Context: an optimization exercise on an open-source flow, tuned for small area. The choices shown serve that exercise and are no tape-out recipe.
The RTL was checked by simulation tests, not by an equivalence proof against the original design.
Power figures rest on the tool's default switching activity, not on a simulated workload.

==> flow/design.v <==
module commit_unit (
  input  logic        clock,
  input  logic        reset,
  input  logic        Retire_valid,
  input  logic [4:0]  Retire_rd_tag,
  input  logic [4:0]  Retire_rd_reg,
  input  logic [31:0] Retire_data,
  input  logic [31:0] Retire_pc,
  input  logic        Retire_branch,
  input  logic        Retire_branch_taken,
  input  logic        Retire_store_ready,
  output logic        Commit_stall,
  input  logic [4:0]  Arf_rd_addr1,
  input  logic [4:0]  Arf_rd_addr2,
  output logic [31:0] Arf_rd_data1,
  output logic [31:0] Arf_rd_data2,
  output logic [4:0]  Rst_clear_tag,
  output logic        Rst_clear_valid,
  output logic        Store_commit_valid,
  output logic [4:0]  Store_commit_tag,
  input  logic        Store_commit_ready,
  output logic        Flush,
  output logic        Redirect_valid,
  output logic [31:0] Redirect_pc,
  output logic [31:0] Commit_count
);
  logic        st_store;    
  logic        st_flush1;   
  logic        st_flush2;   
  logic [31:1] arf_valid;
  logic [31:0] arf [1:31];
  logic accept;
  logic take_mispredict;
  logic take_store;
  logic take_regwrite;
  logic arf_we;
  always_comb begin
    Commit_stall       = st_store | st_flush1 | st_flush2;
    Store_commit_valid = st_store;
    Flush              = st_flush1 | st_flush2;
    Redirect_valid     = st_flush1;
    accept             = !Commit_stall && Retire_valid;
    take_mispredict    = accept && Retire_branch && Retire_branch_taken;
    take_store         = accept && !Retire_branch && Retire_store_ready;
    take_regwrite      = accept && !Retire_branch && !Retire_store_ready;
    arf_we             = take_regwrite && (Retire_rd_reg != 5'd0);
  end
  always_ff @(posedge clock or posedge reset) begin
    if (reset) begin
      st_store        <= 1'b0;
      st_flush1       <= 1'b0;
      st_flush2       <= 1'b0;
      Rst_clear_valid <= 1'b0;
      Rst_clear_tag   <= 5'd0;
      Store_commit_tag <= 5'd0;
      Redirect_pc     <= 32'd0;
      Commit_count    <= 32'd0;
    end else begin
      st_store        <= take_store | (st_store & !Store_commit_ready);
      st_flush1       <= take_mispredict;
      st_flush2       <= st_flush1;
      Rst_clear_valid <= take_regwrite;
      if (take_regwrite) begin
        Rst_clear_tag <= Retire_rd_tag;
      end
      if (take_store) begin
        Store_commit_tag <= Retire_rd_tag;
      end
      if (take_mispredict) begin
        Redirect_pc <= Retire_pc;
      end
      if (accept) begin
        Commit_count <= Commit_count + 32'd1;
      end
    end
  end
  always_ff @(posedge clock or posedge reset) begin
    if (reset) begin
      arf_valid <= '0;
    end else if (arf_we) begin
      arf_valid[Retire_rd_reg] <= 1'b1;
    end
  end
  always_ff @(posedge clock) begin
    if (arf_we) begin
      arf[Retire_rd_reg] <= Retire_data;
    end
  end
  logic        byp1, byp2;
  logic [31:0] sel1, sel2;
  logic [31:0] col [32];
  always_comb begin
    byp1 = arf_we && (Arf_rd_addr1 == Retire_rd_reg);
    byp2 = arf_we && (Arf_rd_addr2 == Retire_rd_reg);
    sel1[0] = byp1;
    sel2[0] = byp2;
    for (int i = 1; i < 32; i++) begin
      sel1[i] = !byp1 && (Arf_rd_addr1 == 5'(i)) && arf_valid[i];
      sel2[i] = !byp2 && (Arf_rd_addr2 == 5'(i)) && arf_valid[i];
    end
    for (int b = 0; b < 32; b++) begin
      col[b][0] = Retire_data[b];
      for (int i = 1; i < 32; i++) begin
        col[b][i] = arf[i][b];
      end
    end
  end
  for (genvar b = 0; b < 32; b++) begin : g_rd
    commit_unit_rdbit u_rd1 (.sel(sel1), .d(col[b]), .y(Arf_rd_data1[b]));
    commit_unit_rdbit u_rd2 (.sel(sel2), .d(col[b]), .y(Arf_rd_data2[b]));
  end
endmodule
module commit_unit_rdbit (
  input  logic [31:0] sel,
  input  logic [31:0] d,
  output logic        y
);
  logic [10:0] n;
  for (genvar g = 0; g < 10; g++) begin : g_aoi
    commit_unit_aoi222 u_aoi (.s(sel[3*g+2:3*g]), .d(d[3*g+2:3*g]), .y(n[g]));
  end
  assign n[10] = !((sel[30] & d[30]) | (sel[31] & d[31]));
  assign y = !(&n);
endmodule
module commit_unit_aoi222 (
  input  logic [2:0] s,
  input  logic [2:0] d,
  output logic       y
);
  assign y = !(|(s & d));
endmodule
==> flow/run.sh <==
#!/bin/bash
# synth_recipe.tcl (not shown) runs the flow's synth.tcl, then flattens the netlist and writes it again
# the make line also repeats each setting of config.mk as NAME=value (left out here)
make -C /OpenROAD-flow-scripts/flow DESIGN_CONFIG=/design/flow/config.mk WORK_HOME=/design/flow/orfs CLKGATE_MAP_FILE= SYNTH_SCRIPT=/design/flow/synth_recipe.tcl finish
==> flow/config.mk <==
export PLATFORM = sky130hd
export DESIGN_NAME = commit_unit
export DESIGN_NICKNAME = commit_unit
export VERILOG_FILES = /design/flow/design.v
export SDC_FILE = /design/flow/constraint.sdc
export NUM_CORES = 4
export LEC_CHECK = 0
export CAP_MARGIN = 20
export CORE_MARGIN = 2
export CORE_UTILIZATION = 25
export SLEW_MARGIN = 20
export SYNTH_HIERARCHICAL = 1
==> flow/constraint.sdc <==
create_clock -name core_clock -period 10.0 [get_ports {clock}]
set_input_delay 2.0000 -clock core_clock [delete_from_list [all_inputs] [get_ports {clock}]]
set_output_delay 2.0000 -clock core_clock [all_outputs]
set_load 0.01 [all_outputs]
==> reports/results.tsv, run 1 <==
stage	metric	value	unit
outcome	outcome	complete, no violations	
layout	Multi-input gate area	0.0119	mm^2
job	max_cap viols	0	
drt	DR DRC count	0	
timing	Final Critical Period	9.54	ns
timing	Final Max Slew Viols	0	
timing	clk_skew	0.0672	ns
layout	most common cell after layout, fill and taps aside	edfxtp_1	
setup_path	slowest cell on the critical path	nor4_4	
floorplanning	Die W	425	um
timing	measured slew at the worst slew-check pin	1.27	ns
clock_network	number of buffers created by CTS	109	
power_and_ir_drop	Peak supply drop	0.000157	V
setup_path	Buf/Inv on CP	4	
floorplanning	row cnt	154	
synthesis	post-synthesis sequential area ratio	0.735	
placement	Buffers on Ports	233	
layout	area grow syn2layout	23.0	%
layout	Register Area	0.0325	mm^2
layout	Fill cells	17098	
synthesis	Post-synth EDFFs	992	
timing	final hold violation count	0	
grt	first-pass GRT wire length	235	mm
grt	initial antenna violation count	8	
clock_network	Worst-Skew Late Latency	0.76	ns
grt	grt total ovfl	0	
placement	GP Congestion	0.867	
setup_path	Data arrival, critical path	7.54	ns
setup_path	Startpoint Class	input port	
placement	half-perimeter wire length after placement	97.8	mm
grt	largest net degree at the start of global routing	85	
timing	maximum clock rate	105	MHz
grt	Total GRT Usage	0.181	
min_path	Min-Delay Path Class	flip-flop to flip-flop	
floorplanning	Die Area	0.180	mm^2
layout	cell area after layout	0.0544	mm^2
timing	final worst setup slack	0.463	ns
timing	RSZ-0062 raised after global routing	no	
setup_path	CP max stage delay	0.88	ns
synthesis	Syn Area/Cell	17.8	um^2
grt	number of global-route vias before repair	31217	
drt	DR iter-0 viols	8278	
synthesis	Seq cells post-synth	1101	
floorplanning	starting density of the core	0.251	
placement	pre-CTS setup slack	0.665	ns
synthesis	FFs w/ async S/R, synth	0.0990	
setup_path	crit path capture type	output port	
setup_path	reg2reg setup slack	6.57	ns
power_and_ir_drop	Overall Power	10.3	mW
clock_network	Clock Path Buffers	3	
layout	nets	3007	
timing	Slew Limit Headroom	0.153	
timing	worst hold margin	0.462	ns
drt	Total Wirelength	170	mm
power_and_ir_drop	Leakage	17.6	nW
floorplanning	I/O pin count	234	
placement	Cell Area, Placed	0.0504	mm^2
layout	layout cell share with drive strength beyond 1	0.162	
floorplanning	Core Footprint	0.176	mm^2
clock_network	clock sink count	1101	
synthesis	synth unique cells	52	
setup_path	crit-path cells	clkdlybuf4s50_1, inv_1, ha_1, or4b_1, nand3_2, nor4_4, nor2_1, and3_2, buf_4, a222oi_1, nand4_1, or4_4, clkdlybuf4s50_1	
synthesis	Post-Syn Area	0.0442	mm^2
drt	Vias	32371	
synthesis	Synth Flop Type	edfxtp_1	
timing	setup tns final	0	ns
clock_network	Post-CTS Setup Inserts	0	
clock_network	CTS resizes	0	
setup_path	WS Path Type	input port to output port	
setup_path	most frequent CP cell	clkdlybuf4s50_1	
clock_network	CTS H-tree depth	3	
setup_path	CP delay by family, top	simple AND/OR/NAND/NOR gates	
clock_network	Post-CTS Hold Buffers	0	
setup_path	CP required	8.00	ns
clock_network	TritonCTS clock tree	yes	
floorplanning	DIE HEIGHT	425	um
drt	vias per cell	6.06	
clock_network	clock root buffer	clkbuf_16	
synthesis	Yosys warnings	9	
setup_path	worst-path maximum fanout	18	
power_and_ir_drop	Pwr per Cell Area	190	mW/mm^2
timing	fin crit share	0.954	
timing	Final setup viols	0	
drt	DR pass1 iterations	12	
clock_network	clock-pin slew on the worst setup and hold paths	0.06	ns
drt	WL per Instance	31.8	um
drt	ANT nets after route	0	
synthesis	Post-Synthesis Cells	2490	
layout	commonest cells after routing, fill and taps aside	edfxtp_1, a222oi_1, clkdlybuf4s50_1	
synthesis	Post-Syn Nets	2594	
==> per-layer routing <==
layer / track usage / share of wire
met3: 0.0486 / 0.15
met4: 0.0969 / 0.062
met5: 0 / 0.00038
met1: 0.230 / 0.35
met2: 0.280 / 0.44
==> layout make-up <==
type,instances,share of cell area
inverters,10,0.000736
repair buffers,321,0.0546
flip-flops and latches,1101,0.598
diodes,4,0.000184
multi-input cells,1360,0.219
well taps,2340,0.0538
clock buffers,127,0.0529
clock inverters,79,0.0215
==> state kept, by name (all words and copies together) (netlist names) <==
register          count
arf                 992
st_store              1
Rst_clear_tag         5
arf_valid            31
Commit_count         32
Redirect_pc          32
st_flush2             1
st_flush1             1
Store_commit_tag      5
Rst_clear_valid       1
==> Yosys cell counts, types with 3 or more instances <==
library cell	number	area, um^2
or3_1	3	18.8
xnor2_1	34	298
nor2_1	45	169
o21bai_1	14	105
nand4_1	138	863
mux2_2	43	484
a21oi_1	3	15.0
and3_1	69	432
ha_1	13	163
nor4_1	4	25.0
o21ai_0	3	15.0
or2_2	3	18.8
nand2_1	91	342
dfrtp_1	109	2730
a22o_1	64	561
xor2_1	11	96.3
edfxtp_1	992	29800
nor2b_1	5	31.3
nand2b_1	3	18.8
inv_1	10	37.5
buf_2	7	35.0
and4_1	11	96.3
and2_1	10	62.6
a21o_1	14	105
clkbuf_1	9	33.8
nand3_1	26	130
a222oi_1	640	6410
nor4bb_1	3	30.0
nor3_1	21	105
or4_4	64	721
==> worst register-to-register path: stages (launching register included) <==
cell and delay [ns]:
dfrtp_1 0.42, nor4b_2 0.54, buf_4 0.27, and2_1 0.46
nand3_1 0.42, nor3_2 0.20, buf_4 0.71
==> Yosys stat by module, one instance, submodules excluded <==
module	area [um^2]	flops+latches	copies in the design
commit_unit	35500	1101	1
commit_unit_aoi222	10.0	0	640
commit_unit_rdbit	36.3	0	64
==> cells by family (layout without fill, tap and decap cells) <==
kind of cell               after synthesis  in the layout  share of synthesized area
xor gates and xnor gates                45             45                    0.00891
and+or+nand+nor                        509            509                     0.0723
other                                    0              4                          0
adders and majority gates               13             13                    0.00368
AOI/OAI and AO/OA                      750            750                      0.166
DFF                                   1101           1101                      0.735
muxes                                   43             43                     0.0109
buffers and inverters                   29            537                    0.00269
==> stage by stage <==
stage | std cells | utilization
floorplan | 2490 | -
global placement | 5132 | 0.286
detailed placement | 5132 | 0.286
CTS | 5338 | 0.309
global route | 5340 | 0.309
finish | 5342 | 0.309
==> report_power, final <==
group	switching, mW	internal, mW	leakage (nW)
registers	0.0620	5.10	10.3
clock network	1.86	2.72	1.98
logic	0.307	0.278	5.26
total	2.23	8.10	17.6
==> path summary, 6_finish.rpt <==
path,end,from,depth (start not counted)
max,Arf_rd_data1[29],Retire_rd_reg[1],13
min,st_flush2,st_flush1,0
max reg2reg,arf[16][2],st_flush1,6
min reg2reg,st_flush2,st_flush1,0
max in group asynchronous,arf_valid[27],reset,3
min in group asynchronous,Redirect_pc[9],reset,2
==> run 2, diff against run 1 <==
--- a/flow/design.v
+++ b/flow/design.v
@@ -74,19 +74,28 @@
       end
     end
   end
+  logic [31:1] we;
+  always_comb begin
+    for (int i = 1; i < 32; i++) begin
+      we[i] = take_regwrite && (Retire_rd_reg == 5'(i));
+    end
+  end
   always_ff @(posedge clock or posedge reset) begin
     if (reset) begin
       arf_valid <= '0;
-    end else if (arf_we) begin
-      arf_valid[Retire_rd_reg] <= 1'b1;
+    end else begin
+      arf_valid <= arf_valid | we;
     end
   end
   always_ff @(posedge clock) begin
-    if (arf_we) begin
-      arf[Retire_rd_reg] <= Retire_data;
+    for (int i = 1; i < 32; i++) begin
+      if (we[i]) begin
+        arf[i] <= Retire_data;
+      end
     end
   end
   logic        byp1, byp2;
+  logic [31:1] rd_ok;
   logic [31:0] sel1, sel2;
   logic [31:0] col [32];
   always_comb begin
@@ -95,8 +104,9 @@
     sel1[0] = byp1;
     sel2[0] = byp2;
     for (int i = 1; i < 32; i++) begin
-      sel1[i] = !byp1 && (Arf_rd_addr1 == 5'(i)) && arf_valid[i];
-      sel2[i] = !byp2 && (Arf_rd_addr2 == 5'(i)) && arf_valid[i];
+      rd_ok[i] = arf_valid[i] && !we[i];
+      sel1[i] = (Arf_rd_addr1 == 5'(i)) && rd_ok[i];
+      sel2[i] = (Arf_rd_addr2 == 5'(i)) && rd_ok[i];
     end
     for (int b = 0; b < 32; b++) begin
       col[b][0] = Retire_data[b];
--- a/flow/config.mk
+++ b/flow/config.mk
@@ -7,6 +7,9 @@
 export LEC_CHECK = 0
 export CAP_MARGIN = 20
 export CORE_MARGIN = 2
-export CORE_UTILIZATION = 25
+export CORE_UTILIZATION = 30
+export CTS_BUF_LIST = sky130_fd_sc_hd__clkbuf_8
+export CTS_CLUSTER_DIAMETER = 60
+export CTS_CLUSTER_SIZE = 12
 export SLEW_MARGIN = 20
 export SYNTH_HIERARCHICAL = 1
==> reports/results.tsv, run 2 <==
stage	metric	value	unit	change
outcome	outcome	complete, no violations		
floorplanning	DIE HEIGHT	386	um	-9.0%
layout	Post-Layout Cell Count	4840		-9.4%
layout	area grow syn2layout	17.5	%	
timing	final worst setup slack	1.33	ns	+0.868 ns
grt	first-pass GRT wire length	249	mm	+5.8%
synthesis	Synth Flop Type	edfxtp_1		
clock_network	clock-pin slew on the worst setup and hold paths	0.08	ns	+0.02 ns
synthesis	cell taking the most area after synthesis	edfxtp_1		
floorplanning	Die W	386	um	-9.0%
layout	commonest cells after routing, fill and taps aside	edfxtp_1, a222oi_1, clkdlybuf4s50_1		
clock_network	clock sink count	1101		unchanged
timing	clk_skew	0.0517	ns	-0.0155 ns
clock_network	Worst-Skew Late Latency	0.88	ns	+0.12 ns
drt	DR DRC count	0		unchanged
grt	Total GRT Usage	0.232		+0.0514
grt	largest net degree at the start of global routing	59		-31%
synthesis	top-count cell post-synth	edfxtp_1		
min_path	HP Start	arf_valid[28]		
synthesis	Post-Syn Nets	2534		-2.3%
drt	vias per cell	6.80		+12%
layout	nets	2971		-1.2%
setup_path	CP required	8.00	ns	about the same
synthesis	top cell type's share of synthesized area	0.679		+0.00528
grt	initial antenna violation count	14		+6
power_and_ir_drop	Peak supply drop	0.000130	V	-17%
synthesis	Syn Area/Cell	18.0	um^2	+1.2%
timing	Final Critical Period	8.67	ns	-0.868 ns
timing	fin crit share	0.867		-0.0868
timing	setup tns final	0	ns	unchanged
grt	Most Crowded Layer GR	met2		
floorplanning	I/O pin count	234		unchanged
layout	most common cell after layout, fill and taps aside	edfxtp_1		
min_path	Min-Delay Path Class	flip-flop to flip-flop		
placement	placed cells	4685		-8.7%
clock_network	Clock Path Buffers	3		unchanged
layout	top flop regs	arf: 992 flops, Commit_count: 32 flops, Redirect_pc: 32 flops		
drt	Vias	32896		+1.6%
layout	layout cell share with drive strength beyond 1	0.167		+0.00423
drt	DR iter-0 viols	8522		+2.9%
grt	met2 Track Usage GR	0.330		+0.0502
clock_network	number of buffers created by CTS	108		-0.92%
grt	global routing met3 resource utilization	0.0959		+0.0473
timing	Final Max Slew Viols	0		unchanged
synthesis	FFs w/ async S/R, synth	0.0990		unchanged
timing	maximum clock rate	115	MHz	+10%
drt	Total Wirelength	181	mm	+6.4%
power_and_ir_drop	Clock Power Share	0.316		-0.128
setup_path	Data arrival, critical path	6.67	ns	-0.87 ns
clock_network	TritonCTS clock tree	yes		
power_and_ir_drop	Leakage	16.4	nW	-6.7%
synthesis	Post-Syn Area	0.0439	mm^2	-0.78%
timing	Final setup viols	0		unchanged
layout	Multi-input gate area	0.0116	mm^2	-2.7%
layout	max reg flops	992		unchanged
power_and_ir_drop	cell-internal power	6.47	mW	-20%
timing	measured slew at the worst slew-check pin	1.32	ns	+0.0501 ns
synthesis	Yosys warnings	11		+2
synthesis	Post-synth EDFFs	992		unchanged
setup_path	reg2reg path depth	5		-1
grt	number of global-route vias before repair	32749		+4.9%
setup_path	reg2reg setup slack	6.62	ns	+0.05 ns
min_path	Hold Crit Endpoint	arf_valid[28]		
power_and_ir_drop	P_sw	2.01	mW	-9.7%
clock_network	Post-CTS Setup Inserts	0		unchanged
layout	cell area after layout	0.0516	mm^2	-5.2%
placement	half-perimeter wire length after placement	104	mm	+6.0%
setup_path	r2r endpoint	arf[16][17]		
clock_network	Post-CTS Hold Buffers	0		unchanged
grt	grt total ovfl	0		unchanged
placement	GP Congestion	0.893		+2.9%
clock_network	CTS resizes	0		unchanged
layout	Register Area	0.0325	mm^2	unchanged
synthesis	post-synthesis sequential area ratio	0.741		+0.00577
clock_network	CTS H-tree depth	3		unchanged
layout	Fill cells	13715		-20%
synthesis	synth cell count leaders	edfxtp_1, a222oi_1, nand4_1		
layout	Core Util, Final	0.355		+0.0455
min_path	hold path depth	1		+1
layout	most flop-heavy register	arf		
drt	WL per Instance	37.3	um	+17%
floorplanning	Core Footprint	0.145	mm^2	-17%
placement	Buffers on Ports	233		unchanged
synthesis	Post-Synthesis Cells	2442		-1.9%
placement	Cell Area, Placed	0.0497	mm^2	-1.2%
clock_network	clock root buffer	clkbuf_8		
floorplanning	Die Area	0.149	mm^2	-17%
power_and_ir_drop	Pwr per Cell Area	164	mW/mm^2	-13%
synthesis	Area contributors post-synth	edfxtp_1, a222oi_1, dfrtp_1		
power_and_ir_drop	Reg power frac	0.609		+0.109
setup_path	Startpoint Class	input port		
grt	grt met1 use	0.308		+0.0779
floorplanning	row cnt	140		-9.1%
timing	RSZ-0062 raised after global routing	no		
floorplanning	starting density of the core	0.302		+0.0504
setup_path	WS Path Type	input port to output port		
setup_path	Reg-to-Reg Start	st_flush1		
drt	ANT nets after route	0		unchanged
placement	pre-CTS setup slack	1.25	ns	+0.582 ns
timing	Slew Limit Headroom	0.120		-0.0334
synthesis	Seq cells post-synth	1101		unchanged
synthesis	synth unique cells	42		-19%
power_and_ir_drop	Comb pwr share	0.076		+0.019
drt	DR pass1 iterations	15		+3
timing	final hold violation count	0		unchanged
setup_path	crit path capture type	output port		
power_and_ir_drop	Net Sw Frac	0.237		+0.0213
setup_path	worst-path maximum fanout	32		+14
job	max_cap viols	0		unchanged
## run 2: per-layer routing
layer | wire length [um] | part of all wire | up-vias
met5 | 108 | 0.00060 | -
met4 | 8330 | 0.046 | 14
met3 | 33000 | 0.18 | 552
met2 | 75100 | 0.42 | 3405
met1 | 64200 | 0.35 | 16345
li1 | - | - | 12580
## run 2: power by group through the flow
| stage | Sequential (mW) | Clock [mW] | Combinational, mW |
|---|---|---|---|
| 2_1_floorplan | 5.28 | 0 | 0.205 |
| 3_3_place_gp | 5.26 | 0 | 0.631 |
| 3_5_place_dp | 5.27 | 0 | 0.634 |
| 4_1_cts | 5.16 | 2.70 | 0.638 |
| 5_1_grt | 5.18 | 2.88 | 0.677 |
| 6_report | 5.16 | 2.68 | 0.642 |
## run 2: stage by stage
step                hold WS (ns)  total power, mW
floorplan                  0.432             5.49
global placement           0.446             5.89
detailed placement         0.447             5.90
CTS                        0.468             8.50
global route               0.491             8.73
finish                     0.467             8.48
## run 2: logic make-up after synthesis
logic type	after synthesis	synth area share
compound gates	722	0.161
xor+xnor	41	0.00818
fa+ha+maj	1	0.000285
buf+inv	36	0.00339
flops	1101	0.741
mux	42	0.0108
simple gates	499	0.0750
## run 2: how the worst max path moves through the flow
stage / end / slack (ns) / start
after CTS: Arf_rd_data1[22] / 1.24 / Retire_valid
after global placement: Arf_rd_data2[22] / 1.19 / Retire_valid
after floorplan: Arf_rd_data2[0] / 1.85 / Retire_valid
after global routing: Arf_rd_data1[19] / 1.18 / Retire_valid
final: Arf_rd_data2[22] / 1.33 / Retire_valid
after detailed placement: Arf_rd_data1[22] / 1.25 / Retire_valid
## run 2: layout make-up
class / count / area share
Sequential cell: 1101 / 0.631
Clock buffer: 111 / 0.0296
Antenna cell: 7 / 0.000340
Clock inverter: 36 / 0.00529
Tap cell: 1917 / 0.0465
Multi-Input combinational cell: 1305 / 0.224
Inverter: 14 / 0.00116
Timing Repair Buffer: 349 / 0.0622
## run 2: critical path, stage by stage
cell	delay, ns
clkdlybuf4s50_1	0.47
nor4b_2	0.38
buf_4	0.24
nand3_1	0.47
or2_2	0.55
and4_4	0.44
a222oi_1	0.90
nand2_1	0.13
or4_4	0.56
clkdlybuf4s50_1	0.50
## run 2: per-module statistics from Yosys, one instance, submodules excluded
module / copies in the design / flops+latches / area [um^2]
commit_unit: 1 / 1101 / 35100
commit_unit_aoi222: 640 / 0 / 10.0
commit_unit_rdbit: 64 / 0 / 36.3
==> run 3, diff against run 2 <==
==> flow/flow/run.sh (new file) <==
#!/bin/bash
# The standard ORFS layout (standard.sh), with two changes made through
# ORFS's own variables:
#  - ports are buffered with the smallest buffer, sky130_fd_sc_hd__buf_1;
#  - clock tree synthesis uses clkbuf_8 in small sink clusters and inserts
#    no dummy loads.
# make's full output goes to flow_make.log in this folder; ORFS writes each
# step's log under orfs/logs/.
set -euo pipefail
export BUFFER_PORTS_ARGS="-buffer_cell sky130_fd_sc_hd__buf_1"
export CTS_ARGS="-sink_clustering_enable -repair_clock_nets -dont_use_dummy_load -buf_list sky130_fd_sc_hd__clkbuf_8 -sink_clustering_size 12 -sink_clustering_max_diameter 60"
bash standard.sh finish > flow_make.log 2>&1
==> flow/standard.sh (new file) <==
#!/bin/bash
# synth_recipe.tcl (not shown) runs the flow's synth.tcl, then flattens the netlist and writes it again
# the make line also repeats each setting of config.mk as NAME=value (left out here)
make -C /OpenROAD-flow-scripts/flow DESIGN_CONFIG=/design/flow/config.mk WORK_HOME=/design/flow/orfs CLKGATE_MAP_FILE= SYNTH_SCRIPT=/design/flow/synth_recipe.tcl "${@:-finish}"
==> flow/config.mk (replaced) <==
export PLATFORM = sky130hd
export DESIGN_NAME = commit_unit
export DESIGN_NICKNAME = commit_unit
export VERILOG_FILES = /design/flow/design.v
export SDC_FILE = /design/flow/constraint.sdc
export NUM_CORES = 4
export LEC_CHECK = 0
export CAP_MARGIN = 10
export CORE_MARGIN = 2
export CORE_UTILIZATION = 40
export SLEW_MARGIN = 10
export SYNTH_HIERARCHICAL = 1
removed: flow/run.sh
==> reports/results.tsv, run 3 <==
stage	metric	value	unit	change
outcome	outcome	complete, no violations		
placement	half-perimeter wire length after placement	93.1	mm	-10%
placement	GP Congestion	0.903		+1.1%
placement	Cell Area, Placed	0.0476	mm^2	-4.2%
timing	fin crit share	0.878		+0.0108
layout	most common cell after layout, fill and taps aside	edfxtp_1		
layout	max reg flops	992		unchanged
timing	RSZ-0062 raised after global routing	no		
setup_path	Startpoint Class	input port		
floorplanning	Core Footprint	0.109	mm^2	-25%
synthesis	top-count cell post-synth	edfxtp_1		
drt	wire length on met2	72.3	mm	-3.7%
synthesis	cell taking the most area after synthesis	edfxtp_1		
min_path	Min-Delay Path Class	flip-flop to flip-flop		
layout	area grow syn2layout	11.8	%	
grt	largest net degree at the start of global routing	78		+32%
timing	clk_skew	0.0783	ns	+0.0266 ns
grt	initial antenna violation count	7		-7
job	max_cap viols	0		unchanged
layout	top flop regs	arf: 992 flops, Commit_count: 32 flops, Redirect_pc: 32 flops		
timing	setup tns final	0	ns	unchanged
synthesis	Area contributors post-synth	edfxtp_1, a222oi_1, dfrtp_1		
drt	wire length on met3	26.8	mm	-19%
clock_network	CTS resizes	0		unchanged
drt	Total Wirelength	166	mm	-8.0%
clock_network	Post-CTS Hold Buffers	0		unchanged
clock_network	Worst-Skew Late Latency	0.79	ns	-0.09 ns
timing	measured slew at the worst slew-check pin	1.24	ns	-0.0778 ns
setup_path	crit path capture type	output port		
timing	Final Critical Period	8.78	ns	+0.108 ns
clock_network	CTS H-tree depth	3		unchanged
clock_network	number of buffers created by CTS	105		-2.8%
drt	DR pass1 iterations	13		-2
drt	vias per cell	7.55		+11%
clock_network	clock root buffer	clkbuf_8		
placement	placed cells	4186		-11%
timing	Final Max Slew Viols	0		unchanged
power_and_ir_drop	Leakage	15.6	nW	-5.0%
synthesis	FFs w/ async S/R, synth	0.0990		unchanged
clock_network	Post-CTS Setup Inserts	0		unchanged
synthesis	Post-synth EDFFs	992		unchanged
setup_path	CP max stage delay	0.94	ns	+0.04 ns
layout	layout cell share with drive strength beyond 1	0.149		-0.0179
power_and_ir_drop	Peak supply drop	0.000116	V	-11%
floorplanning	DIE HEIGHT	335	um	-13%
clock_network	clock sink count	1101		unchanged
grt	grt total ovfl	0		unchanged
drt	routed length on met1	57.1	mm	-11%
floorplanning	Die W	335	um	-13%
layout	nets	2971		unchanged
timing	final hold violation count	0		unchanged
timing	maximum clock rate	114	MHz	-1.2%
clock_network	TritonCTS clock tree	yes		
setup_path	CP required	8.00	ns	about the same
synthesis	synth unique cells	42		unchanged
floorplanning	starting density of the core	0.403		+0.101
timing	Final setup viols	0		unchanged
synthesis	Post-Synthesis Cells	2442		unchanged
clock_network	Clock Path Buffers	3		unchanged
grt	Total GRT Usage	0.287		+0.0550
drt	ANT nets after route	0		unchanged
grt	number of global-route vias before repair	32495		-0.78%
layout	Post-Layout Cell Count	4293		-11%
synthesis	Post-Syn Nets	2534		unchanged
synthesis	top cell type's share of synthesized area	0.679		unchanged
grt	first-pass GRT wire length	233	mm	-6.5%
drt	DR iter-0 viols	7949		-6.7%
setup_path	worst-path maximum fanout	32		unchanged
layout	cell area after layout	0.0491	mm^2	-4.8%
floorplanning	Die Area	0.112	mm^2	-25%
drt	DR DRC count	0		unchanged
synthesis	synth cell count leaders	edfxtp_1, a222oi_1, nand4_1		
layout	commonest cells after routing, fill and taps aside	edfxtp_1, a222oi_1, buf_1		
placement	Buffers on Ports	233		unchanged
synthesis	Post-Syn Area	0.0439	mm^2	unchanged
synthesis	Syn Area/Cell	18.0	um^2	unchanged
synthesis	Seq cells post-synth	1101		unchanged
layout	Fill cells	9365		-32%
clock_network	clock-pin slew on the worst setup and hold paths	0.06	ns	-0.02 ns
synthesis	post-synthesis sequential area ratio	0.741		unchanged
timing	worst hold margin	0.472	ns	+0.00492 ns
setup_path	slowest cell on the critical path	nand4b_1		
setup_path	crit-path cells	buf_1, nor4b_2, nand4b_1, nor2_4, buf_4, and4b_1, buf_4, a222oi_1, nand2_1, or4_4, buf_1		
synthesis	Yosys warnings	11		unchanged
setup_path	WS Path Type	input port to output port		
floorplanning	I/O pin count	234		unchanged
setup_path	Data arrival, critical path	6.78	ns	+0.11 ns
drt	Top Metal Used	met5		
layout	most flop-heavy register	arf		
timing	Slew Limit Headroom	0.170		+0.0506
floorplanning	row cnt	121		-14%
synthesis	Synth Flop Type	edfxtp_1		
power_and_ir_drop	Pwr per Cell Area	164	mW/mm^2	-0.15%
drt	Vias	32394		-1.5%
layout	Core Util, Final	0.451		+0.0961
drt	WL per Instance	38.7	um	+3.7%
run 3: cell counts after synthesis:
Identical to the previous run, type by type.
run 3: modules after synthesis (local to each module, per instance):
module              flops+latches  cells  area [um^2]
commit_unit_rdbit               0      5         36.3
commit_unit                  1101   1482        35100
commit_unit_aoi222              0      1         10.0
run 3: per-layer routing:
layer / global-route usage / vias up
met3: 0.0967 / 580
met4: 0.150 / 4
met1: 0.370 / 16079
met5: 0.00261 / -
li1: - / 12530
met2: 0.431 / 3201
run 3: cell type report:
type                    instances  area, um^2  share of cell area
flip-flops and latches       1101       32500               0.663
multi-input cells            1305       11500               0.235
well taps                    1414        1770              0.0361
repair buffers                352        1770              0.0360
clock buffers                 105        1450              0.0294
inverters                      14        55.1             0.00112
diodes                          2        5.00            0.000102
run 3: critical path: cells and delay by family:
family	cells	cell delay, ns
and+or+nand+nor	6	3.34
AOI/OAI and AO/OA	1	0.34
buffers and inverters	4	1.07
run 3: kinds of logic after synthesis:
group / count (synthesis) / synth area share
AO/OA/AOI/OAI: 722 / 0.161
XOR/XNOR: 41 / 0.00818
adder cells (fa/ha/maj): 1 / 0.000285
buffers and inverters: 36 / 0.00339
flip-flops: 1101 / 0.741
multiplexers: 42 / 0.0108
AND/OR/NAND/NOR: 499 / 0.0750
run 3: power breakdown:
part           internal [mW]  total (mW)  switching [mW]
combinational          0.174       0.509           0.335
sequential              5.09        5.17          0.0710
clock                  0.930        2.39            1.46
run 3: final timing paths:
| path | from | to | slack [ns] | depth (start not counted) |
|---|---|---|---|---|
| min in group asynchronous | reset | Redirect_pc[6] | 1.25 | 2 |
| worst max register to register | st_flush1 | arf[6][26] | 5.92 | 4 |
| worst min-delay path | arf_valid[31] | arf_valid[31] | 0.47 | 1 |
| max in group asynchronous | reset | Commit_count[30] | 7.36 | 3 |
| worst min register to register | arf_valid[31] | arf_valid[31] | 0.47 | 1 |
| worst max-delay path | Retire_valid | Arf_rd_data2[31] | 1.22 | 11 |
run 3: per-stage QoR:
stage / power, mW / setup slack [ns]
after global placement: 5.75 / 1.48
after floorplan: 5.49 / 1.85
after global routing: 8.28 / 1.04
after detailed placement: 5.77 / 1.34
final: 8.06 / 1.22
after CTS: 8.07 / 1.34
==> run 4, diff against run 3 <==
==> flow/flow/run.sh (replaced) <==
#!/bin/bash
# The standard ORFS layout (standard.sh), with two changes made through
# ORFS's own variables:
#  - ports are buffered with the smallest buffer, sky130_fd_sc_hd__buf_1;
#  - clock tree synthesis uses clkbuf_16 in sink clusters of up to 28 and inserts
#    no dummy loads.
# make's full output goes to flow_make.log in this folder; ORFS writes each
# step's log under orfs/logs/.
set -euo pipefail
export BUFFER_PORTS_ARGS="-buffer_cell sky130_fd_sc_hd__buf_1"
export CTS_ARGS="-sink_clustering_enable -repair_clock_nets -dont_use_dummy_load -buf_list sky130_fd_sc_hd__clkbuf_16 -sink_clustering_size 28 -sink_clustering_max_diameter 80"
bash standard.sh finish > flow_make.log 2>&1
==> reports/results.tsv, run 4 <==
stage	metric	value	unit	change
outcome	outcome	complete, no violations		
clock_network	CTS resizes	0		unchanged
synthesis	Post-Syn Area	0.0439	mm^2	unchanged
synthesis	top cell type's share of synthesized area	0.679		unchanged
synthesis	Post-synth EDFFs	992		unchanged
floorplanning	row cnt	121		unchanged
clock_network	Clock Path Buffers	3		unchanged
clock_network	Post-CTS Setup Inserts	0		unchanged
synthesis	Yosys warnings	11		unchanged
min_path	hold path depth	1		unchanged
placement	Cell Area, Placed	0.0476	mm^2	unchanged
synthesis	Post-Syn Nets	2534		unchanged
setup_path	slowest cell on the critical path	nand4b_1		
layout	commonest cells after routing, fill and taps aside	edfxtp_1, a222oi_1, buf_1		
setup_path	WS Path Type	input port to output port		
timing	Final Critical Period	8.77	ns	-0.00991 ns
timing	measured slew at the worst slew-check pin	1.23	ns	-0.00805 ns
drt	DR pass1 iterations	11		-2
timing	Final setup viols	0		unchanged
grt	initial antenna violation count	5		-2
floorplanning	DIE HEIGHT	335	um	unchanged
placement	GP Congestion	0.903		unchanged
drt	vias per cell	7.57		+0.39%
timing	RSZ-0062 raised after global routing	no		
layout	n_diodes	0		-2
setup_path	CP max stage delay	0.95	ns	about the same
synthesis	top-count cell post-synth	edfxtp_1		
floorplanning	starting density of the core	0.403		unchanged
timing	clk_skew	0.0701	ns	-0.00824 ns
layout	area grow syn2layout	11.4	%	
clock_network	TritonCTS clock tree	yes		
floorplanning	Die Area	0.112	mm^2	unchanged
setup_path	reg2reg path depth	4		unchanged
power_and_ir_drop	Overall Power	7.94	mW	-1.4%
grt	Total GRT Usage	0.284		-0.00330
setup_path	crit-path cells	buf_1, nor4b_2, nand4b_1, nor2_4, buf_4, and4b_1, buf_4, a222oi_1, nand2_1, or4_4, buf_1		
clock_network	Post-CTS Hold Buffers	0		unchanged
synthesis	synth unique cells	42		unchanged
grt	largest net degree at the start of global routing	78		unchanged
placement	half-perimeter wire length after placement	93.1	mm	unchanged
synthesis	cell taking the most area after synthesis	edfxtp_1		
clock_network	clock-pin slew on the worst setup and hold paths	0.09	ns	+0.03 ns
drt	WL per Instance	38.9	um	+0.50%
grt	grt total ovfl	0		unchanged
drt	Total Wirelength	165	mm	-0.84%
floorplanning	Die W	335	um	unchanged
setup_path	r2r endpoint	arf[6][15]		
layout	most common cell after layout, fill and taps aside	edfxtp_1		
setup_path	worst-path maximum fanout	32		unchanged
layout	layout cell share with drive strength beyond 1	0.132		-0.0166
synthesis	synth cell count leaders	edfxtp_1, a222oi_1, nand4_1		
floorplanning	I/O pin count	234		unchanged
synthesis	Syn Area/Cell	18.0	um^2	unchanged
layout	top flop regs	arf: 992 flops, Commit_count: 32 flops, Redirect_pc: 32 flops		
power_and_ir_drop	Pwr per Cell Area	163	mW/mm^2	-1.0%
layout	nets	2916		-1.9%
timing	Final Max Slew Viols	0		unchanged
layout	cell area after layout	0.0489	mm^2	-0.41%
synthesis	FFs w/ async S/R, synth	0.0990		unchanged
synthesis	post-synthesis sequential area ratio	0.741		unchanged
min_path	Hold Crit Endpoint	arf_valid[12]		
setup_path	Data arrival, critical path	6.77	ns	about the same
setup_path	CP required	8.00	ns	about the same
drt	ANT nets after route	0		unchanged
drt	Vias	32087		-0.95%
timing	fin crit share	0.877		-0.000991
synthesis	Synth Flop Type	edfxtp_1		
synthesis	Area contributors post-synth	edfxtp_1, a222oi_1, dfrtp_1		
layout	most flop-heavy register	arf		
power_and_ir_drop	Peak supply drop	0.000123	V	+6.4%
grt	first-pass GRT wire length	230	mm	-0.91%
timing	Slew Limit Headroom	0.176		+0.00537
synthesis	Post-Synthesis Cells	2442		unchanged
placement	Buffers on Ports	233		unchanged
clock_network	number of buffers created by CTS	50		-52%
setup_path	Reg-to-Reg Start	st_flush1		
drt	DR iter-0 viols	8133		+2.3%
drt	DR DRC count	0		unchanged
clock_network	clock sink count	1101		unchanged
clock_network	CTS H-tree depth	2		-1
timing	setup tns final	0	ns	unchanged
grt	number of global-route vias before repair	31908		-1.8%
setup_path	crit path capture type	output port		
timing	final hold violation count	0		unchanged
synthesis	Seq cells post-synth	1101		unchanged
setup_path	Startpoint Class	input port		
setup_path	reg2reg setup slack	5.86	ns	-0.06 ns
min_path	Min-Delay Path Class	flip-flop to flip-flop		
job	max_cap viols	0		unchanged
clock_network	Worst-Skew Late Latency	0.70	ns	-0.09 ns
floorplanning	Core Footprint	0.109	mm^2	unchanged
power_and_ir_drop	Leakage	15.4	nW	-0.89%
timing	maximum clock rate	114	MHz	+0.11%
clock_network	clock root buffer	clkbuf_16		
layout	max reg flops	992		unchanged
min_path	HP Start	arf_valid[12]		
run 4: cell counts after synthesis:
Identical to the previous run, type by type.
run 4: how the worst max path moves through the flow:
stage	from	slack (ns)	endpoint
after floorplan	Retire_valid	1.85	Arf_rd_data2[0]
after global placement	Retire_valid	1.48	Arf_rd_data2[31]
after detailed placement	Retire_valid	1.34	Arf_rd_data2[19]
after CTS	Retire_valid	1.34	Arf_rd_data2[19]
after global routing	Retire_valid	1.03	Arf_rd_data2[2]
final	Retire_valid	1.23	Arf_rd_data2[31]
run 4: critical path: cells and delay by family:
kind / cells / cell delay, ns
simple gates: 6 / 3.33
buf+inv: 4 / 1.05
compound gates: 1 / 0.37
run 4: cell families after synthesis:
kind of cell,count (synthesis),synth area share
DFF,1101,0.741
AOI/OAI and AO/OA,722,0.161
and+or+nand+nor,499,0.0750
muxes,42,0.0108
xor gates and xnor gates,41,0.00818
buffers and inverters,36,0.00339
adders and majority gates,1,0.000285
run 4: report_power, final:
part           total, mW  internal (mW)  switching [mW]
Combinational      0.509          0.174           0.334
Clock               2.27          0.895            1.37
Sequential          5.17           5.09          0.0713
run 4: layout make-up:
class                           instances  area [um^2]
Sequential cell                      1101        32500
Timing Repair Buffer                  352         1770
Fill cell                            9354        60000
Inverter                               14         55.1
Clock buffer                           50         1250
Tap cell                             1414         1770
Multi-Input combinational cell       1305        11500
run 4: per-module statistics from Yosys, one instance, submodules excluded:
module	cells inside	flip-flops and latches	copies in the design
commit_unit_rdbit	5	0	64
commit_unit_aoi222	1	0	640
commit_unit	1482	1101	1
run 4: through the flow:
| stage | cells | worst slack [ns] | hold slack [ns] | util |
|---|---|---|---|---|
| finish | 4236 | 1.23 | 0.473 | 0.449 |
| global route | 4236 | 1.03 | 0.487 | 0.449 |
| CTS | 4236 | 1.34 | 0.472 | 0.449 |
| detailed placement | 4186 | 1.34 | 0.449 | 0.437 |
| global placement | 4186 | 1.48 | 0.446 | 0.437 |
| floorplan | 2442 | 1.85 | 0.432 | - |
run 4: routing by layer:
metal	up-vias	track usage	wire length [um]
li1	12435	-	-
met1	16060	0.368	56800
met2	3098	0.432	72500
met3	492	0.0871	26300
met4	2	0.141	9150
met5	-	0	11
==> run 5, diff against run 4 <==
--- a/flow/config.mk
+++ b/flow/config.mk
@@ -7,6 +7,6 @@
 export LEC_CHECK = 0
 export CAP_MARGIN = 10
 export CORE_MARGIN = 2
-export CORE_UTILIZATION = 40
+export CORE_UTILIZATION = 55
 export SLEW_MARGIN = 10
 export SYNTH_HIERARCHICAL = 1
==> reports/results.tsv, run 5 <==
stage	metric	value	unit	change
layout	top flop regs	arf: 992 flops, Commit_count: 32 flops, Redirect_pc: 32 flops		
grt	largest net degree at the start of global routing	68		-13%
layout	Core Util, Final	0.610		+0.161
drt	vias per cell	8.12		+7.2%
setup_path	Startpoint Class	input port		
synthesis	Area contributors post-synth	edfxtp_1, a222oi_1, dfrtp_1		
timing	maximum clock rate	121	MHz	+6.2%
placement	half-perimeter wire length after placement	83.9	mm	-9.9%
floorplanning	DIE HEIGHT	286	um	-15%
synthesis	Post-synth EDFFs	992		unchanged
setup_path	r2r endpoint	arf[6][7]		
setup_path	worst-path maximum fanout	32		unchanged
grt	initial antenna violation count	4		-1
synthesis	Post-Syn Nets	2534		unchanged
grt	Total GRT Usage	0.359		+0.0748
timing	final hold violation count	0		unchanged
power_and_ir_drop	Clock Power Share	0.283		-0.003
min_path	Hold Crit Endpoint	arf_valid[13]		
drt	Total Wirelength	150	mm	-9.0%
layout	layout cell share with drive strength beyond 1	0.132		+0.000320
layout	Fill cells	5829		-38%
clock_network	CTS resizes	0		unchanged
layout	commonest cells after routing, fill and taps aside	edfxtp_1, a222oi_1, buf_1		
clock_network	clock sink count	1101		unchanged
setup_path	Reg-to-Reg Start	st_flush1		
job	max_cap viols	0		unchanged
placement	Buffers on Ports	233		unchanged
power_and_ir_drop	P_sw	1.74	mW	-2.2%
grt	number of global-route vias before repair	30375		-4.8%
synthesis	synth cell count leaders	edfxtp_1, a222oi_1, nand4_1		
synthesis	top cell type's share of synthesized area	0.679		unchanged
power_and_ir_drop	Reg power frac	0.654		+0.004
setup_path	WS Path Type	input port to output port		
synthesis	post-synthesis sequential area ratio	0.741		unchanged
setup_path	reg2reg path depth	5		+1
floorplanning	Core Footprint	0.0790	mm^2	-27%
synthesis	Seq cells post-synth	1101		unchanged
floorplanning	Die Area	0.0821	mm^2	-27%
drt	DR DRC count	0		unchanged
power_and_ir_drop	Net Sw Frac	0.221		-0.00336
clock_network	Post-CTS Hold Buffers	0		unchanged
timing	Slew Limit Headroom	0.215		+0.0389
drt	DR iter-0 viols	7455		-8.3%
clock_network	TritonCTS clock tree	yes		
grt	grt total ovfl	0		unchanged
clock_network	Clock Path Buffers	3		unchanged
power_and_ir_drop	Leakage	15.2	nW	-1.3%
setup_path	slowest cell on the critical path	nand4b_1		
timing	RSZ-0062 raised after global routing	no		
floorplanning	row cnt	103		-15%
synthesis	cell taking the most area after synthesis	edfxtp_1		
clock_network	CTS H-tree depth	2		unchanged
clock_network	clock root buffer	clkbuf_16		
setup_path	crit path capture type	output port		
layout	n_diodes	0		unchanged
layout	most common cell after layout, fill and taps aside	edfxtp_1		
power_and_ir_drop	Overall Power	7.89	mW	-0.71%
drt	WL per Instance	39.1	um	+0.51%
clock_network	clock-pin slew on the worst setup and hold paths	0.06	ns	-0.03 ns
synthesis	Post-Synthesis Cells	2442		unchanged
setup_path	most frequent CP cell	buf_1		
setup_path	CP required	8.00	ns	about the same
setup_path	Data arrival, critical path	6.25	ns	-0.52 ns
outcome	outcome	complete, no violations		
timing	fin crit share	0.825		-0.0514
drt	Vias	31153		-2.9%
timing	Final Max Slew Viols	0		unchanged
synthesis	Syn Area/Cell	18.0	um^2	unchanged
synthesis	Synth Flop Type	edfxtp_1		
drt	ANT nets after route	0		unchanged
layout	nets	2879		-1.3%
timing	measured slew at the worst slew-check pin	1.18	ns	-0.0566 ns
grt	first-pass GRT wire length	211	mm	-8.4%
timing	Final Critical Period	8.25	ns	-0.514 ns
floorplanning	starting density of the core	0.555		+0.152
timing	Final setup viols	0		unchanged
layout	most flop-heavy register	arf		
synthesis	Yosys warnings	11		unchanged
power_and_ir_drop	Pwr per Cell Area	164	mW/mm^2	+0.77%
drt	DR pass1 iterations	12		+1
clock_network	Post-CTS Setup Inserts	0		unchanged
synthesis	top-count cell post-synth	edfxtp_1		
setup_path	crit-path cells	buf_1, nor2_1, nand4b_1, or2_2, and4_2, a222oi_1, nand4_1, or4_4, buf_1		
min_path	HP Start	arf_valid[13]		
power_and_ir_drop	Comb pwr share	0.063		about the same
setup_path	CP max stage delay	0.87	ns	-0.08 ns
clock_network	number of buffers created by CTS	49		-2.0%
floorplanning	Die W	286	um	-15%
synthesis	synth unique cells	42		unchanged
setup_path	reg2reg setup slack	6.40	ns	+0.54 ns
synthesis	Post-Syn Area	0.0439	mm^2	unchanged
synthesis	FFs w/ async S/R, synth	0.0990		unchanged
timing	setup tns final	0	ns	unchanged
clock_network	Worst-Skew Late Latency	0.66	ns	-0.04 ns
power_and_ir_drop	cell-internal power	6.15	mW	-0.28%
layout	max reg flops	992		unchanged
layout	area grow syn2layout	9.75	%	
power_and_ir_drop	Peak supply drop	0.000156	V	+26%
floorplanning	I/O pin count	234		unchanged
timing	clk_skew	0.0440	ns	-0.0261 ns
placement	GP Congestion	0.941		+4.3%
min_path	Min-Delay Path Class	flip-flop to flip-flop		
min_path	hold path depth	1		unchanged
run 5: cell counts after synthesis:
Identical to the previous run, type by type.
run 5: final cells by class:
cell class              instances  area [um^2]  area share
multi-input cells            1305        11500       0.240
repair buffers                316         1500      0.0312
flip-flops and latches       1101        32500       0.675
well taps                    1050         1310      0.0273
inverters                      14         55.1     0.00114
clock buffers                  49         1230      0.0255
run 5: how the worst max path moves through the flow:
stage,from,endpoint,slack [ns],cells after the start
finish,Retire_branch,Arf_rd_data1[9],1.75,9
global route,Retire_branch,Arf_rd_data1[9],1.64,9
CTS,Retire_branch,Arf_rd_data1[10],1.90,9
detailed placement,Retire_branch,Arf_rd_data1[13],1.92,9
global placement,Retire_branch,Arf_rd_data2[21],1.97,10
floorplan,Retire_valid,Arf_rd_data2[0],1.85,7
run 5: critical path, delay by kind of cell:
| kind | cells | cell delay, ns |
|---|---|---|
| AOI/OAI and AO/OA | 1 | 0.53 |
| buffers and inverters | 2 | 0.29 |
| and+or+nand+nor | 6 | 3.39 |
run 5: power groups by stage:
| stage | clock [mW] | combinational [mW] | sequential, mW |
|---|---|---|---|
| after global placement | 0 | 0.480 | 5.25 |
| after detailed placement | 0 | 0.491 | 5.26 |
| after floorplan | 0 | 0.205 | 5.28 |
| final | 2.23 | 0.498 | 5.16 |
| after global routing | 2.40 | 0.526 | 5.17 |
| after CTS | 2.25 | 0.492 | 5.16 |
run 5: cell families after synthesis:
logic type                 Yosys count  synth area share
DFF                               1101             0.741
AOI/OAI and AO/OA                  722             0.161
xor gates and xnor gates            41           0.00818
adders and majority gates            1          0.000285
muxes                               42            0.0108
buffers and inverters               36           0.00339
and+or+nand+nor                    499            0.0750
run 5: per-module statistics from Yosys, one instance, submodules excluded:
| module | area (um^2) | copies in the design | flops+latches | cells |
|---|---|---|---|---|
| commit_unit | 35100 | 1 | 1101 | 1482 |
| commit_unit_rdbit | 36.3 | 64 | 0 | 5 |
| commit_unit_aoi222 | 10.0 | 640 | 0 | 1 |
run 5: metal layers:
metal / track usage / wire length (um) / up-vias
met5: 0 / 26 / -
met4: 0.152 / 6970 / 4
met3: 0.0859 / 20700 / 466
met2: 0.562 / 68900 / 2597
met1: 0.485 / 53500 / 15720
li1: - / - / 12366
run 5: through the flow:
step                hold WS, ns  instance area [um^2]  cells  setup slack, ns
finish                    0.467                 48200   3835             1.75
detailed placement        0.449                 46900   3786             1.92
floorplan                 0.432                 43900   2442             1.85
CTS                       0.468                 48200   3835             1.90
global placement          0.446                 46900   3786             1.97
global route              0.498                 48200   3835             1.64
==> run 6, diff against run 5 <==
--- a/flow/design.v
+++ b/flow/design.v
@@ -126,11 +126,15 @@
   output logic        y
 );
   logic [10:0] n;
+  logic [2:0]  p;
   for (genvar g = 0; g < 10; g++) begin : g_aoi
     commit_unit_aoi222 u_aoi (.s(sel[3*g+2:3*g]), .d(d[3*g+2:3*g]), .y(n[g]));
   end
-  assign n[10] = !((sel[30] & d[30]) | (sel[31] & d[31]));
-  assign y = !(&n);
+  commit_unit_aoi222 u_aoi_last (.s({sel[31], sel[31:30]}), .d({d[31], d[31:30]}), .y(n[10]));
+  commit_unit_nand4 u_nand_a (.a(n[3:0]), .y(p[0]));
+  commit_unit_nand4 u_nand_b (.a(n[7:4]), .y(p[1]));
+  commit_unit_nand3 u_nand_c (.a(n[10:8]), .y(p[2]));
+  commit_unit_or3 u_or (.a(p), .y(y));
 endmodule
 module commit_unit_aoi222 (
   input  logic [2:0] s,
@@ -139,3 +143,21 @@
 );
   assign y = !(|(s & d));
 endmodule
+module commit_unit_nand4 (
+  input  logic [3:0] a,
+  output logic       y
+);
+  assign y = !(&a);
+endmodule
+module commit_unit_nand3 (
+  input  logic [2:0] a,
+  output logic       y
+);
+  assign y = !(&a);
+endmodule
+module commit_unit_or3 (
+  input  logic [2:0] a,
+  output logic       y
+);
+  assign y = |a;
+endmodule
==> reports/results.tsv, run 6 <==
stage	metric	value	unit	change
timing	Final Critical Period	8.72	ns	+0.465 ns
clock_network	CTS H-tree depth	2		unchanged
placement	pre-CTS setup slack	1.48	ns	-0.443 ns
floorplanning	Die W	286	um	-0.18%
layout	nets	2919		+1.4%
clock_network	clock-pin slew on the worst setup and hold paths	0.09	ns	+0.03 ns
floorplanning	starting density of the core	0.554		-0.00112
layout	layout cell share with drive strength beyond 1	0.109		-0.0238
power_and_ir_drop	Leakage	15.3	nW	+0.27%
grt	initial antenna violation count	2		-2
timing	maximum clock rate	115	MHz	-5.3%
synthesis	FFs w/ async S/R, synth	0.0990		unchanged
placement	GP Congestion	0.929		-1.3%
setup_path	crit path capture type	output port		
layout	max reg flops	992		unchanged
layout	Fill cells	5912		+1.4%
timing	setup tns final	0	ns	unchanged
floorplanning	DIE HEIGHT	286	um	-0.18%
layout	Register Area	0.0325	mm^2	unchanged
synthesis	post-synthesis simple-gate area fraction	0.0697		-0.00522
timing	fin crit share	0.872		+0.0465
synthesis	Post-Synthesis Cells	2442		unchanged
timing	final hold violation count	0		unchanged
grt	number of global-route vias before repair	32058		+5.5%
clock_network	Clock Path Buffers	3		unchanged
timing	Final setup viols	0		unchanged
layout	top flop regs	arf: 992 flops, Commit_count: 32 flops, Redirect_pc: 32 flops		
drt	DR DRC count	0		unchanged
synthesis	largest family of logic cells by synthesized area	compound AO/OA/AOI/OAI gates		
timing	measured slew at the worst slew-check pin	1.43	ns	+0.255 ns
timing	RSZ-0062 raised after global routing	no		
drt	Vias	32703		+5.0%
power_and_ir_drop	Peak supply drop	0.000171	V	+9.5%
synthesis	post-synthesis sequential area ratio	0.744		+0.00271
drt	DR pass1 iterations	14		+2
placement	Cell Area, Placed	0.0470	mm^2	+0.22%
synthesis	compound-gate portion of the synthesized area	0.164		+0.00242
drt	Total Wirelength	168	mm	+12%
setup_path	WS Path Type	input port to output port		
grt	largest net degree at the start of global routing	70		+2.9%
timing	Final Max Slew Viols	0		unchanged
min_path	HP Start	arf_valid[28]		
setup_path	CP required	8.00	ns	about the same
clock_network	Post-CTS Setup Inserts	0		unchanged
synthesis	synth unique cells	40		-4.8%
clock_network	Worst-Skew Late Latency	0.67	ns	about the same
synthesis	synth cell count leaders	edfxtp_1, a222oi_1, nand4_1		
synthesis	cell taking the most area after synthesis	edfxtp_1		
timing	clk_skew	0.0649	ns	+0.0209 ns
setup_path	reg2reg setup slack	5.74	ns	-0.66 ns
grt	Total GRT Usage	0.402		+0.0435
min_path	Hold Crit Endpoint	arf_valid[28]		
clock_network	clock sink count	1101		unchanged
drt	ANT nets after route	0		unchanged
synthesis	Post-Syn Nets	2534		unchanged
layout	most flop-heavy register	arf		
drt	WL per Instance	43.4	um	+11%
placement	Buffers on Ports	233		unchanged
synthesis	Syn Area/Cell	17.9	um^2	-0.36%
grt	first-pass GRT wire length	232	mm	+10%
timing	final worst setup slack	1.28	ns	-0.465 ns
min_path	Min-Delay Path Class	flip-flop to flip-flop		
clock_network	number of buffers created by CTS	48		-2.0%
setup_path	r2r endpoint	arf[6][9]		
placement	half-perimeter wire length after placement	92.1	mm	+9.8%
setup_path	worst-path maximum fanout	21		-34%
synthesis	Post-synth EDFFs	992		unchanged
synthesis	Synth Area in Adders	0.000286		+0.00000104
layout	most common cell after layout, fill and taps aside	edfxtp_1		
setup_path	Reg-to-Reg Start	st_flush1		
floorplanning	Core Footprint	0.0789	mm^2	-0.16%
timing	Slew Limit Headroom	0.0450		-0.170
synthesis	Synth Flop Type	edfxtp_1		
floorplanning	row cnt	103		unchanged
outcome	outcome	complete, no violations		
power_and_ir_drop	Pwr per Cell Area	163	mW/mm^2	-0.75%
clock_network	clock root buffer	clkbuf_16		
min_path	hold path depth	1		unchanged
layout	commonest cells after routing, fill and taps aside	edfxtp_1, a222oi_1, buf_1		
synthesis	Yosys warnings	11		unchanged
layout	Multi-input gate area	0.0113	mm^2	-1.7%
synthesis	top-count cell post-synth	edfxtp_1		
setup_path	Startpoint Class	input port		
layout	area grow syn2layout	10.4	%	
setup_path	reg2reg path depth	5		unchanged
floorplanning	Die Area	0.0818	mm^2	-0.36%
job	max_cap viols	0		unchanged
clock_network	TritonCTS clock tree	yes		
drt	DR iter-0 viols	8319		+12%
timing	worst hold margin	0.478	ns	+0.0110 ns
synthesis	top cell type's share of synthesized area	0.681		+0.00249
layout	cell area after layout	0.0483	mm^2	+0.19%
grt	grt total ovfl	0		unchanged
floorplanning	I/O pin count	234		unchanged
synthesis	Seq cells post-synth	1101		unchanged
setup_path	Data arrival, critical path	6.72	ns	+0.47 ns
drt	vias per cell	8.44		+3.8%
synthesis	Area contributors post-synth	edfxtp_1, a222oi_1, dfrtp_1		
synthesis	Post-Syn Area	0.0437	mm^2	-0.36%
synthesis	mux cell area share after synthesis	0.0108		+0.0000395
clock_network	CTS resizes	0		unchanged
clock_network	Post-CTS Hold Buffers	0		unchanged
layout	Core Util, Final	0.612		+0.00218
synthesis	Post-Synth XOR/XNOR Area	0.00821		+0.0000300
## run 6: changes by cell type after synthesis, sizes merged
cell / previous run / this run
a222oi: 640 / 704
a22o: 64 / 0
nand2: 78 / 14
nand3: 17 / 81
or3: 2 / 66
or4: 64 / 0
## run 6: worst max-delay path by stage
stage / from / end / slack (ns) / cells past startpoint
floorplan: Retire_valid / Arf_rd_data2[0] / 1.21 / 8
global placement: Retire_valid / Arf_rd_data1[7] / 1.58 / 10
detailed placement: Retire_valid / Arf_rd_data1[7] / 1.48 / 10
CTS: Retire_valid / Arf_rd_data1[7] / 1.49 / 10
global route: Retire_valid / Arf_rd_data1[7] / 1.09 / 10
finish: Retire_valid / Arf_rd_data1[7] / 1.28 / 10
## run 6: final cells by class
type,count,area share
timing repair buffer,357,0.0375
multi-input combinational,1305,0.235
antenna,2,0.000104
sequential,1101,0.674
inverter,14,0.00114
tap,1050,0.0272
clock buffer,48,0.0249
## run 6: logic make-up after synthesis
| logic type | Yosys count |
|---|---|
| buffers and inverters | 36 |
| DFF | 1101 |
| and+or+nand+nor | 499 |
| AOI/OAI and AO/OA | 722 |
| adders and majority gates | 1 |
| xor gates and xnor gates | 41 |
| muxes | 42 |
## run 6: metrics by stage
step / std cells / total power [mW]
2_1_floorplan: 2442 / 5.47
3_3_place_gp: 3827 / 5.71
3_5_place_dp: 3827 / 5.72
4_1_cts: 3875 / 7.84
5_1_grt: 3875 / 8.03
6_report: 3877 / 7.84
## run 6: report_power, final
group          leakage (nW)  internal, mW  total [mW]  switching [mW]
Sequential             10.3          5.09        5.16          0.0664
Clock                 0.592         0.862        2.21            1.35
Combinational          4.37         0.158       0.470           0.311
## run 6: per-module statistics from Yosys, one instance, submodules excluded, excerpt
module              cell area [um^2]  cells inside
commit_unit                    35100          1482
commit_unit_or3                 6.26             1
commit_unit_nand3               5.00             1
commit_unit_aoi222              10.0             1
commit_unit_nand4               6.26             1
## run 6: metal layers
layer  track usage  up-vias  wire length [um]
met5       0.00349        -                 0
li1              -    12585                 -
met4         0.209        0             10000
met3         0.113      627             26500
met2         0.619     3287             75500
met1         0.525    16204             56400
## run 6: worst max-delay path: stages
cell,delay (ns)
buf_1,0.08
nor4b_2,0.66
nand4b_1,1.01
nor2_4,0.76
and4b_1,0.50
buf_4,0.41
a222oi_1,0.36
nand4_1,0.27
or3_1,0.49
buf_1,0.17

## port drivers added, routing unchanged
In the flow no input, the clock included, has a driving cell. The finished layouts below were timed again as built, in two steps. Step 1: set_driving_cell puts a clkbuf_16 on clock and a buf_2 on each other input, an assumption about the parent block. Step 2 adds t to the input delays and takes it off the output delays; t is the mean of the earliest and latest rising clock arrival at the registers after step 1. Input paths then give back, and output paths get back, about the clock's delay inside the block. Three values: no drivers, after step 1, after step 2; two values: the first two.
run	t, ns	setup WS [ns]	latest minus earliest clock arrival (ns)	cell pins on the clock port's net
run 1	0.795	0.463 / 0.441 / 0.441	0.072 / 0.073	1
run 2	0.922	1.330 / 1.280 / 1.280	0.069 / 0.070	1
run 3	0.805	1.222 / 1.200 / 1.200	0.111 / 0.111	1
run 4	0.722	1.232 / 1.210 / 1.210	0.110 / 0.111	1
run 5	0.698	1.746 / 1.725 / 1.725	0.057 / 0.057	1
run 6	0.709	1.281 / 1.246 / 1.246	0.071 / 0.071	1
After both steps setup and hold are still met in every run listed. The setup slack of run 2, which loses most, moves by -0.050 ns with the drivers and by -0.050 ns with both steps.
